This design comes from an exercise in tuning for small area and a short achievable clock period on the open sky130 flow, not from production work.
At most, simulation tests tie the RTL to the original design; equivalence was not proved.

## the reference run
==> flow/design.v (excerpt) <==
module iq_upconverter (
  input  logic        clk,
  input  logic        rstn,
  input  logic        en,
  input  logic [11:0] i_data,
  input  logic [11:0] q_data,
  output logic        if_valid,
  output logic [11:0] if_data
);
  logic [1:0]  q;
  logic [3:0]  ms;
  logic [5:0]  phase, phase_nx;
  assign phase    = {q, ms ^ {4{q[0]}}};
  assign phase_nx = phase + 6'd1;
  logic [1:0]  q_n;      
  logic [3:0]  ms_n;
  logic        v1, v2;   
  logic [5:0]  bo0, bt0, bn0, bo1, bt1, bn1;
  logic pp0_0_0;
  logic pp0_0_1;
  logic pp0_0_2;
  logic pp0_0_3;
  logic pp0_0_4;
  logic pp0_0_5;
  logic pp0_0_6;
  logic pp0_0_7;
  logic pp0_0_8;
  logic pp0_0_9;
  logic pp0_0_10;
  logic pp0_0_11;
  logic pp0_0_12;
  logic pp0_1_0;
  logic pp0_1_1;
  logic pp0_1_2;
  logic pp0_1_3;
  logic pp0_1_4;
  logic pp0_1_5;
  logic pp0_1_6;
  logic pp0_1_7;
  logic pp0_1_8;
  logic pp0_1_9;
  logic pp0_1_10;
  logic pp0_1_11;
  logic pp0_1_12;
  logic pp0_2_0;
  logic pp0_2_1;
  logic pp0_2_2;
  logic pp0_2_3;
  logic pp0_2_4;
  logic pp0_2_5;
  logic pp0_2_6;
  logic pp0_2_7;
  logic pp0_2_8;
  logic pp0_2_9;
  logic pp0_2_10;
  logic pp0_2_11;
  logic pp0_2_12;
  logic pp0_3_0;
  logic pp0_3_1;
  logic pp0_3_2;
  logic pp0_3_3;
  logic pp0_3_4;
  logic pp0_3_5;
  logic pp0_3_6;
  logic pp0_3_7;
  logic pp0_3_8;
  logic pp0_3_9;
  logic pp0_3_10;
  logic pp0_3_11;
  logic pp0_3_12;
  logic pp0_4_0;
  logic pp0_4_1;
  logic pp0_4_2;
  logic pp0_4_3;
  logic pp0_4_4;
  logic pp0_4_5;
  logic pp0_4_6;
  logic pp0_4_7;
  logic pp0_4_8;
  logic pp0_4_9;
  logic pp0_4_10;
  logic pp0_4_11;
  logic pp0_4_12;
  logic pp0_5_0;
  logic pp0_5_1;
  logic pp0_5_2;
  logic pp0_5_3;
  logic pp0_5_4;
  logic pp0_5_5;
  logic pp0_5_6;
  logic pp0_5_7;
  logic pp0_5_8;
  logic pp0_5_9;
  logic pp0_5_10;
  logic pp0_5_11;
  logic pp0_5_12;
  logic pp1_0_0;
  logic pp1_0_1;
  logic pp1_0_2;
  logic pp1_0_3;
  logic pp1_0_4;
  logic pp1_0_5;
  logic pp1_0_6;
  logic pp1_0_7;
  logic pp1_0_8;
  logic pp1_0_9;
  logic pp1_0_10;
  logic pp1_0_11;
  logic pp1_0_12;
  logic pp1_1_0;
  logic pp1_1_1;
  logic pp1_1_2;
  logic pp1_1_3;
  logic pp1_1_4;
  logic pp1_1_5;
  logic pp1_1_6;
  logic pp1_1_7;
  ...
Size: ~1200 cells after synthesis, roughly 0.012 mm² of cells after synthesis.
==> flow/config.mk <==
export PLATFORM = sky130hd
export DESIGN_NAME = iq_upconverter
export DESIGN_NICKNAME = iq_upconverter
export VERILOG_FILES = /design/flow/design.v
export SDC_FILE = /design/flow/constraint.sdc
export NUM_CORES = 4
export LEC_CHECK = 0
export CAP_MARGIN = 20
export CORE_MARGIN = 2
export CORE_UTILIZATION = 40
export SETUP_SLACK_MARGIN = 3.4
export SLEW_MARGIN = 20
==> flow/constraint.sdc <==
create_clock -name core_clock -period 6.0 [get_ports {clk}]
set_input_delay 1.2000 -clock core_clock [delete_from_list [all_inputs] [get_ports {clk}]]
set_output_delay 1.2000 -clock core_clock [all_outputs]
set_load 0.01 [all_outputs]
standard.sh (not shown) runs the stock make flow with config.mk's settings and CLKGATE_MAP_FILE= SYNTH_SCRIPT=/design/flow/synth_recipe.tcl, a recipe that flattens the netlist after the stock synthesis.
==> flow/flow/run.sh <==
#!/bin/bash
# Layout: the standard ORFS flow (standard.sh), with two changes:
#  - the port buffers are sky130_fd_sc_hd__buf_4 cells instead of the
#    resizer's default choice (a delay cell);
#  - the repair steps may resize a cell to any drive strength, not only to a
#    cell with the same footprint.
# The output of each tool goes to the ORFS logs under orfs/logs; make's own
# output goes to standard.log here.
set -euo pipefail
bash standard.sh MATCH_CELL_FOOTPRINT=0 \
  "BUFFER_PORTS_ARGS=-buffer_cell sky130_fd_sc_hd__buf_4" \
  finish > standard.log 2>&1
The reference run was carried through to the last stage, and its layout satisfied the timing, design-rule and antenna checks.
### the reference run -> the trial run
diff --git a/flow/config.mk b/flow/config.mk
--- a/flow/config.mk
+++ b/flow/config.mk
@@ -11 +11 @@
-export SETUP_SLACK_MARGIN = 3.4
+export SETUP_SLACK_MARGIN = 3.6
--- outcome ---
The trial run ran to completion and came out clean on the timing, design-rule and antenna checks. The trial run ends up with a worst path buffer plus inverter count that is 1 lower than in the reference run. As far as clock insertion delay at the later pin of the skew report is concerned, the trial run and the reference run perform about the same. When the trial run is set beside the reference run, its sequential share of layout area turns out to be 2.2 points smaller.
No functional check of the RTL was part of any run of this note.


## v6
iq_upconverter, a different RTL version from the one above (not shown whole).
Size: roughly 1,300 cells after synthesis, ~170 flip-flops.
clock: 6.0 ns
lec_check: 0
cap_margin: 20
core_margin: 2
core_utilization: 40
setup_slack_margin: 3.2
slew_margin: 20
run.sh (not shown) runs the stock make flow with config.mk's settings and CLKGATE_MAP_FILE= SYNTH_SCRIPT=/design/flow/synth_recipe.tcl, a recipe that flattens the netlist after the stock synthesis.
Stock flow here: none of the scripts above is used.
Modified inputs, v7 compared to v6
==> flow/flow/run.sh (new file) <==
#!/bin/bash
# Layout: the standard ORFS flow (standard.sh), with two changes:
#  - the port buffers are sky130_fd_sc_hd__buf_4 cells instead of the
#    resizer's default choice (a delay cell);
#  - the repair steps may resize a cell to any drive strength, not only to a
#    cell with the same footprint.
# The output of each tool goes to the ORFS logs under orfs/logs; make's own
# output goes to standard.log here.
set -euo pipefail
bash standard.sh MATCH_CELL_FOOTPRINT=0 \
  "BUFFER_PORTS_ARGS=-buffer_cell sky130_fd_sc_hd__buf_4" \
  finish > standard.log 2>&1
==> flow/standard.sh (new file) <==
#!/bin/bash
# synth_recipe.tcl (not shown) runs the flow's synth.tcl, then flattens the netlist and writes it again
# the make line also repeats each setting of config.mk as NAME=value (left out here)
make -C /OpenROAD-flow-scripts/flow DESIGN_CONFIG=/design/flow/config.mk WORK_HOME=/design/flow/orfs CLKGATE_MAP_FILE= SYNTH_SCRIPT=/design/flow/synth_recipe.tcl "${@:-finish}"
removed: flow/run.sh
Results
v7: cell area after layout about 2.2% below v6
Footprint of the flip-flops and latches delta (v6 -> v7): insignificant
The run showing the smaller count of buffers not belonging to the clock network in the layout is v7.
Reported for v6 and v7, TritonCTS buffer count turned out identical to the last digit.
Function was not checked in any run of this note: the RTL went through the layout flow alone.


iq_upconverter, a different RTL version from the one above (not shown whole).
Size: ~990 cells after synthesis, about 40 I/O pins, roughly 11000 sq um of cells after synthesis.
clock: 6.0 ns
lec_check: 0
cap_margin: 20
core_margin: 2
core_utilization: 40
cts_buf_list: sky130_fd_sc_hd__clkbuf_4 sky130_fd_sc_hd__clkbuf_8
setup_slack_margin: 3.35
slew_margin: 20
synth_hierarchical: 1
standard.sh (not shown) runs the stock make flow with config.mk's settings and CLKGATE_MAP_FILE= SYNTH_SCRIPT=/design/flow/synth_recipe.tcl, a recipe that flattens the netlist after the stock synthesis.
==> flow/flow/run.sh <==
#!/bin/bash
# Layout: the standard ORFS flow (standard.sh), with two changes:
#  - the port buffers are sky130_fd_sc_hd__buf_4 cells instead of the
#    resizer's default choice (a delay cell);
#  - the repair steps may resize a cell to any drive strength, not only to a
#    cell with the same footprint.
# The output of each tool goes to the ORFS logs under orfs/logs; make's own
# output goes to standard.log here.
set -euo pipefail
bash standard.sh MATCH_CELL_FOOTPRINT=0 \
  "BUFFER_PORTS_ARGS=-buffer_cell sky130_fd_sc_hd__buf_4" \
  finish > standard.log 2>&1
Change:
- PLACE_DENSITY: unset -> 0.75
- SETUP_SLACK_MARGIN: 3.35 -> 3.45
After rerunning:
- register-to-register slack improves by 60 ps
- via count increases by a few percent
- design area increases slightly
- wire length hardly moves
- synthesized cell count is unchanged
- core utilization increases by 0.68 points
- critical path depth stays the same
Change:
- GPL_TIMING_DRIVEN: unset -> 0
Outcome: The new run finished with timing, DRC and antenna clean. Setup slack got worse by 88 ps. First-iteration DRC count came out lower by 16%. Count of clock-buffer cells in the layout came out higher by 1.
Change:
- ABC_AREA: unset -> 1
- GPL_TIMING_DRIVEN: 0 -> unset
- PLACE_DENSITY: 0.75 -> unset
Cell count increases by 4.0%.
Die area came out higher by about 0.7%.
Wire length increases by 5.7%.


## v41
Starting RTL as in the previous note.
==> flow/config.mk <==
export PLATFORM = sky130hd
export DESIGN_NAME = iq_upconverter
export DESIGN_NICKNAME = iq_upconverter
export VERILOG_FILES = /design/flow/design.v
export SDC_FILE = /design/flow/constraint.sdc
export NUM_CORES = 4
export LEC_CHECK = 0
export CAP_MARGIN = 20
export CORE_MARGIN = 2
export CORE_UTILIZATION = 40
export CTS_BUF_LIST = sky130_fd_sc_hd__clkbuf_4 sky130_fd_sc_hd__clkbuf_8
export GPL_ROUTABILITY_DRIVEN = 0
export PLACE_DENSITY = 0.75
export SETUP_SLACK_MARGIN = 3.45
export SLEW_MARGIN = 20
export SYNTH_HIERARCHICAL = 1
==> flow/constraint.sdc <==
create_clock -name core_clock -period 6.0 [get_ports {clk}]
set_input_delay 1.2000 -clock core_clock [delete_from_list [all_inputs] [get_ports {clk}]]
set_output_delay 1.2000 -clock core_clock [all_outputs]
set_load 0.01 [all_outputs]
Scripts as last shown in full above: flow/flow/run.sh
What v15 does differently from v41 at the input level:
- GPL_ROUTABILITY_DRIVEN no longer set, was 0
- PLACE_DENSITY no longer set, was 0.75
- TNS_END_PERCENT now 10, previously not set
## What came out
All of v41 and v15 finish clean. Cmp v15 vs v41: data-path buffer share of cell area in the final layout lower in v15. Clock latency on the worst-skew pair delta (v41 -> v15): insignificant. Total wire length improves in v15 relative to v41. When the final numbers for v41 and v15 were put side by side, the fraction of area in registers turned out to be greater in v15. v41 → v15: non-clock buffer count fell by 15%. Run comparison: v41 critical path startpoint s2_18_0; v15 critical path startpoint s2_20_0.
The following lists how v50 was set up differently from v15:
- SETUP_SLACK_MARGIN: 3.45 -> 3.55
- TNS_END_PERCENT: 10 -> unset
Summary — transition time at the pin with the least slew margin, v50 relative to v15: higher, by 0.034 ns.
On total non-filler cell area in the finished layout: between v15 and v50, it ends up higher for v50.
The share of the clock period used by the worst path of v50 falls short of that of v15 by 1.8 points.
Of the two values seen for highest-delay cell along the critical path, sky130_fd_sc_hd__a2111o_1 was produced by v15 and sky130_fd_sc_hd__fa_2 by v50.


Another version of the RTL of iq_upconverter (not shown whole).
Size in the first run: about 190 flip-flops, about 40 I/O pins, roughly 11000 sq um of cells after synthesis.
Settings: LEC_CHECK=0, CAP_MARGIN=20, CORE_MARGIN=2, CORE_UTILIZATION=40, CTS_BUF_LIST=sky130_fd_sc_hd__clkbuf_4 sky130_fd_sc_hd__clkbuf_8, SETUP_SLACK_MARGIN=3.45, SLEW_MARGIN=20, SYNTH_HIERARCHICAL=1; clock period 6.0 ns.
Scripts as last shown in full above: flow/flow/run.sh
Change:
==> flow/flow/run.sh (replaced) <==
#!/bin/bash
# Layout: the standard ORFS flow (standard.sh), with two changes:
#  - the port buffers are sky130_fd_sc_hd__buf_2 cells instead of the
#    resizer's default choice (a delay cell);
#  - the repair steps may resize a cell to any drive strength, not only to a
#    cell with the same footprint.
# The output of each tool goes to the ORFS logs under orfs/logs; make's own
# output goes to standard.log here.
set -euo pipefail
bash standard.sh MATCH_CELL_FOOTPRINT=0 \
  "BUFFER_PORTS_ARGS=-buffer_cell sky130_fd_sc_hd__buf_2" \
  finish > standard.log 2>&1
- CORE_UTILIZATION: 40 -> 60
- CTS_BUF_LIST: sky130_fd_sc_hd__clkbuf_4 sky130_fd_sc_hd__clkbuf_8 -> unset
Non-clock buffer count goes up by 1.
Clock-buffer cell count goes down by 2.
Routed wire length goes up by 2.6%.
Design area goes up by about 1.2%.
Clock skew goes down by 0.010 ns.
Die area goes down by about 33%.
Worst setup slack is worse by 0.025 ns.
Register-to-register slack is worse by 0.04 ns.
Change:
==> flow/flow/run.sh (replaced) <==
#!/bin/bash
# Layout: the standard ORFS flow (standard.sh), with two changes:
#  - the port buffers are sky130_fd_sc_hd__buf_8 cells instead of the
#    resizer's default choice (a delay cell);
#  - the repair steps may resize a cell to any drive strength, not only to a
#    cell with the same footprint.
# The output of each tool goes to the ORFS logs under orfs/logs; make's own
# output goes to standard.log here.
set -euo pipefail
bash standard.sh MATCH_CELL_FOOTPRINT=0 \
  "BUFFER_PORTS_ARGS=-buffer_cell sky130_fd_sc_hd__buf_8" \
  finish > standard.log 2>&1
- CORE_UTILIZATION: 60 -> 40
- CTS_BUF_LIST: unset -> sky130_fd_sc_hd__clkbuf_4 sky130_fd_sc_hd__clkbuf_8
- PLACE_DENSITY: unset -> 0.75
- SETUP_SLACK_MARGIN: 3.45 -> 3.55
What happened: Die area grows by well over a third. Non-clock buffer count rises by 17. Routed wire length falls slightly. Cell count grows by roughly a tenth. Flip-flop and latch count does not change.
Change:
==> flow/flow/run.sh (replaced) <==
#!/bin/bash
# Layout: the standard ORFS flow (standard.sh), with two changes:
#  - the port buffers are sky130_fd_sc_hd__buf_4 cells instead of the
#    resizer's default choice (a delay cell);
#  - the repair steps may resize a cell to any drive strength, not only to a
#    cell with the same footprint.
# The output of each tool goes to the ORFS logs under orfs/logs; make's own
# output goes to standard.log here.
set -euo pipefail
bash standard.sh MATCH_CELL_FOOTPRINT=0 \
  "BUFFER_PORTS_ARGS=-buffer_cell sky130_fd_sc_hd__buf_4" \
  finish > standard.log 2>&1
- CORE_UTILIZATION: 40 -> 60
- CTS_BUF_LIST: sky130_fd_sc_hd__clkbuf_4 sky130_fd_sc_hd__clkbuf_8 -> unset
- PLACE_DENSITY: 0.75 -> unset
- SETUP_SLACK_MARGIN: 3.55 -> 3.45
Result: Non-clock buffer count went down by 10. Core utilization increases by 22 points. Flip-flop and latch count is unchanged. Global-route usage went up by 9.0 points. Cell count goes down by 11%.
Change:
- CORE_UTILIZATION: 60 -> 40
- CTS_BUF_LIST: unset -> sky130_fd_sc_hd__clkbuf_4 sky130_fd_sc_hd__clkbuf_8
- PLACE_DENSITY: unset -> 0.75
- SETUP_SLACK_MARGIN: 3.45 -> 3.5
=> Global-route usage drops by 9.2 points; wire length climbs by a few percent; core utilization drops by 23 points; die area climbs by well over a third.
Change:
- CTS_BUF_LIST: sky130_fd_sc_hd__clkbuf_4 sky130_fd_sc_hd__clkbuf_8 -> unset
- PLACE_DENSITY: 0.75 -> unset
- SETUP_SLACK_MARGIN: 3.5 -> 3.45
The changed run finished clean.
Count of clock-buffer cells in the layout decreases by 1.
Design area decreases by 0.89%.
Wire length decreases by 3.2%.
Die area is unchanged.
Worst hold slack is about the same.


build 22:
RTL: one of the versions met above, not the one the previous note started from.
Size: ~990 cells after synthesis, about 40 I/O pins, roughly 11000 um2 of cells after synthesis.
## iq_upconverter
module iq_upconverter (
  input  logic        clk,
  input  logic        rstn,
  input  logic        en,
  input  logic [11:0] i_data,
  input  logic [11:0] q_data,
  output logic        if_valid,
  output logic [11:0] if_data
);
clock: 6.0 ns
lec_check: 0
cap_margin: 20
core_margin: 2
core_utilization: 40
cts_buf_list: sky130_fd_sc_hd__clkbuf_4 sky130_fd_sc_hd__clkbuf_8
place_density: 0.75
setup_slack_margin: 3.45
slew_margin: 20
synth_hierarchical: 1
==> flow/flow/run.sh <==
#!/bin/bash
# Layout: the standard ORFS flow (standard.sh), with two changes:
#  - the port buffers are sky130_fd_sc_hd__buf_8 cells instead of the
#    resizer's default choice (a delay cell);
#  - the repair steps may resize a cell to any drive strength, not only to a
#    cell with the same footprint.
# The output of each tool goes to the ORFS logs under orfs/logs; make's own
# output goes to standard.log here.
set -euo pipefail
bash standard.sh MATCH_CELL_FOOTPRINT=0 \
  "BUFFER_PORTS_ARGS=-buffer_cell sky130_fd_sc_hd__buf_8" \
  finish > standard.log 2>&1
> inputs changed (build 22 -> build 28)
==> flow/flow/run.sh <==
#!/bin/bash
# Layout: the standard ORFS flow (standard.sh), with two changes:
#  - the port buffers are sky130_fd_sc_hd__buf_4 cells instead of the
#    resizer's default choice (a delay cell);
#  - the repair steps may resize a cell to any drive strength, not only to a
#    cell with the same footprint.
# The output of each tool goes to the ORFS logs under orfs/logs; make's own
# output goes to standard.log here.
set -euo pipefail
bash standard.sh MATCH_CELL_FOOTPRINT=0 \
  "BUFFER_PORTS_ARGS=-buffer_cell sky130_fd_sc_hd__buf_4" \
  finish > standard.log 2>&1
--- a/flow/config.mk
+++ b/flow/config.mk
@@ -6,4 +6,5 @@
 export NUM_CORES = 4
 export LEC_CHECK = 0
+export ABC_CLOCK_PERIOD_IN_PS = 2500
 export CAP_MARGIN = 20
 export CORE_MARGIN = 2
==> results.txt <==
Every stage of the flow completed for build 22, and the final layout passed the timing, design-rule and antenna checks.
Build 28 finished every step from synthesis to the final layout, and the layout passed the timing, design-rule and antenna checks.
Core util | build 28 vs build 22 | build 28 lower
Placement-stage cell area, build 28 and build 22: lower on build 28
On delay of the slowest cell on the worst path, build 28 and build 22 are neck and neck.
Build 28: first-pass detailed-route iteration total higher than build 22
[inputs] build 98 vs build 28
--- a/flow/config.mk
+++ b/flow/config.mk
@@ -6,10 +6,8 @@
 export NUM_CORES = 4
 export LEC_CHECK = 0
-export ABC_CLOCK_PERIOD_IN_PS = 2500
 export CAP_MARGIN = 20
 export CORE_MARGIN = 2
 export CORE_UTILIZATION = 40
 export CTS_BUF_LIST = sky130_fd_sc_hd__clkbuf_4 sky130_fd_sc_hd__clkbuf_8
-export PLACE_DENSITY = 0.75
 export SETUP_SLACK_MARGIN = 3.45
 export SLEW_MARGIN = 20
Notes after the runs:
- Per the comparison of build 98 with build 28, final critical-path setup slack rose by 0.0048 ns; setup slack at placement grew by 0.067 ns.
- The core utilization on build 28 is in line with that on build 98.
- Going from build 28 to build 98, critical path arrival was more or less identical, maximum frequency was more or less identical.
- Cell area (higher): build 98
[inputs] build 78 vs build 98
--- a/flow/config.mk
+++ b/flow/config.mk
@@ -9,5 +9,4 @@
 export CORE_MARGIN = 2
 export CORE_UTILIZATION = 40
-export CTS_BUF_LIST = sky130_fd_sc_hd__clkbuf_4 sky130_fd_sc_hd__clkbuf_8
 export SETUP_SLACK_MARGIN = 3.45
 export SLEW_MARGIN = 20
Notes after the runs:
Build 78 and build 98 all finish clean. Build 78 vs. build 98: final critical-path setup slack shrank by 0.0046 ns, area taken by multi-input logic gates held steady, final-layout worst hold slack shrank by 0.0071 ns.
The inputs of build 49 differ from those of build 78 as listed below.
--- a/flow/config.mk
+++ b/flow/config.mk
@@ -9,4 +9,6 @@
 export CORE_MARGIN = 2
 export CORE_UTILIZATION = 40
+export CTS_BUF_LIST = sky130_fd_sc_hd__clkbuf_4 sky130_fd_sc_hd__clkbuf_8
+export PLACE_DENSITY = 0.85
 export SETUP_SLACK_MARGIN = 3.45
 export SLEW_MARGIN = 20
==> comparison <==
- Taking build 78 as the reference point, the placement-stage worst setup slack of build 49 falls by 0.10 ns.
- Re hold slack: build 78 was lower than build 49.
- Delta(total detailed-routing wirelength, build 49 - build 78) < 0
- Build 49 ends up with a fraction of met3 tracks used by global routing that is 1.3 points higher than in build 78.
Setup changes, build 49 to build 46
--- a/flow/config.mk
+++ b/flow/config.mk
@@ -10,6 +10,7 @@
 export CORE_UTILIZATION = 40
 export CTS_BUF_LIST = sky130_fd_sc_hd__clkbuf_4 sky130_fd_sc_hd__clkbuf_8
-export PLACE_DENSITY = 0.85
+export PLACE_DENSITY = 0.75
 export SETUP_SLACK_MARGIN = 3.45
 export SLEW_MARGIN = 20
 export SYNTH_HIERARCHICAL = 1
+export TNS_END_PERCENT = 50
Notes after the runs:
Build 46 finished every stage and its layout cleared the timing, design-rule and antenna checks. Build 49 finished all stages; the layout is clean. Between build 49 and build 46, the difference in placed cell count is negligible. Going from build 49 to build 46, weighted congestion at the end of routability-driven global placement has decreased; post-route clock period utilization has decreased; logic depth of the worst register-to-register path has remained practically unchanged; combined area of the multi-input logic cells has decreased; non-clock buffer count has increased. Between build 49 and build 46, the first-pass GRT wire length is lower for build 46. Sort build 49 and build 46 by area growth from synthesis to layout, descending, and build 49 comes first.

-- port drivers added, routing unchanged --
The flow's constraints put no driver on any port. The routed layouts listed below were extracted and timed again, unchanged, in two steps. Step 1 sets driving cells, clkbuf_16 on the clock port and buf_2 on the other inputs (assumed; they add their load-dependent delay and slew). Step 2, shift: input delay + t, output delay - t, t = (earliest + latest rising clock arrival at the registers) / 2. This alone moves slack from input paths to output paths. a / b / c = no drivers / after step 1 / after step 2; a / b = the first two.
run | t, ns | setup WS [ns] | latest minus earliest clock arrival (ns) | pins driven straight from the clock port
the reference run | 0.493 | 3.465 / 3.487 / 2.993 | 0.017 / 0.017 | 1
the trial run | 0.484 | 3.543 / 3.475 / 2.991 | 0.013 / 0.014 | 1
v6 | 0.485 | 2.952 / 2.952 / 2.531 | 0.021 / 0.021 | 1
v7 | 0.478 | 2.999 / 2.999 / 2.731 | 0.019 / 0.019 | 1
the first run of note 3 | 0.510 | 3.439 / 3.439 / 3.024 | 0.025 / 0.025 | 1
the second run of note 3 | 0.520 | 3.497 / 3.497 / 2.988 | 0.024 / 0.024 | 1
the third run of note 3 | 0.503 | 3.409 / 3.409 / 2.971 | 0.015 / 0.016 | 1
the fourth run of note 3 | 0.504 | 3.464 / 3.483 / 2.979 | 0.020 / 0.019 | 1
v41 | 0.514 | 3.459 / 3.459 / 2.970 | 0.029 / 0.029 | 1
v15 | 0.522 | 3.418 / 3.418 / 3.027 | 0.022 / 0.022 | 1
v50 | 0.516 | 3.527 / 3.501 / 2.985 | 0.022 / 0.022 | 1
the first run of note 5 | 0.501 | 3.491 / 3.478 / 2.977 | 0.023 / 0.024 | 1
the second run of note 5 | 0.485 | 3.466 / 3.476 / 3.006 | 0.014 / 0.015 | 1
the third run of note 5 | 0.524 | 3.438 / 3.438 / 3.096 | 0.022 / 0.023 | 1
the fourth run of note 5 | 0.475 | 3.398 / 3.398 / 3.040 | 0.011 / 0.010 | 1
the fifth run of note 5 | 0.498 | 3.485 / 3.485 / 3.039 | 0.022 / 0.022 | 1
the sixth run of note 5 | 0.475 | 3.488 / 3.479 / 3.003 | 0.012 / 0.013 | 1
build 22 | 0.534 | 3.497 / 3.497 / 3.065 | 0.022 / 0.022 | 1
build 28 | 0.520 | 3.497 / 3.497 / 2.988 | 0.024 / 0.024 | 1
build 98 | 0.507 | 3.502 / 3.502 / 3.005 | 0.026 / 0.026 | 1
build 78 | 0.483 | 3.497 / 3.487 / 3.004 | 0.021 / 0.022 | 1
build 49 | 0.515 | 3.461 / 3.461 / 2.964 | 0.021 / 0.022 | 1
build 46 | 0.519 | 3.494 / 3.507 / 2.988 | 0.023 / 0.024 | 1
After both steps every run listed still meets setup and hold. For the trial run, which loses most, drivers alone change the setup slack by -0.068 ns; drivers and shift together by -0.552 ns.
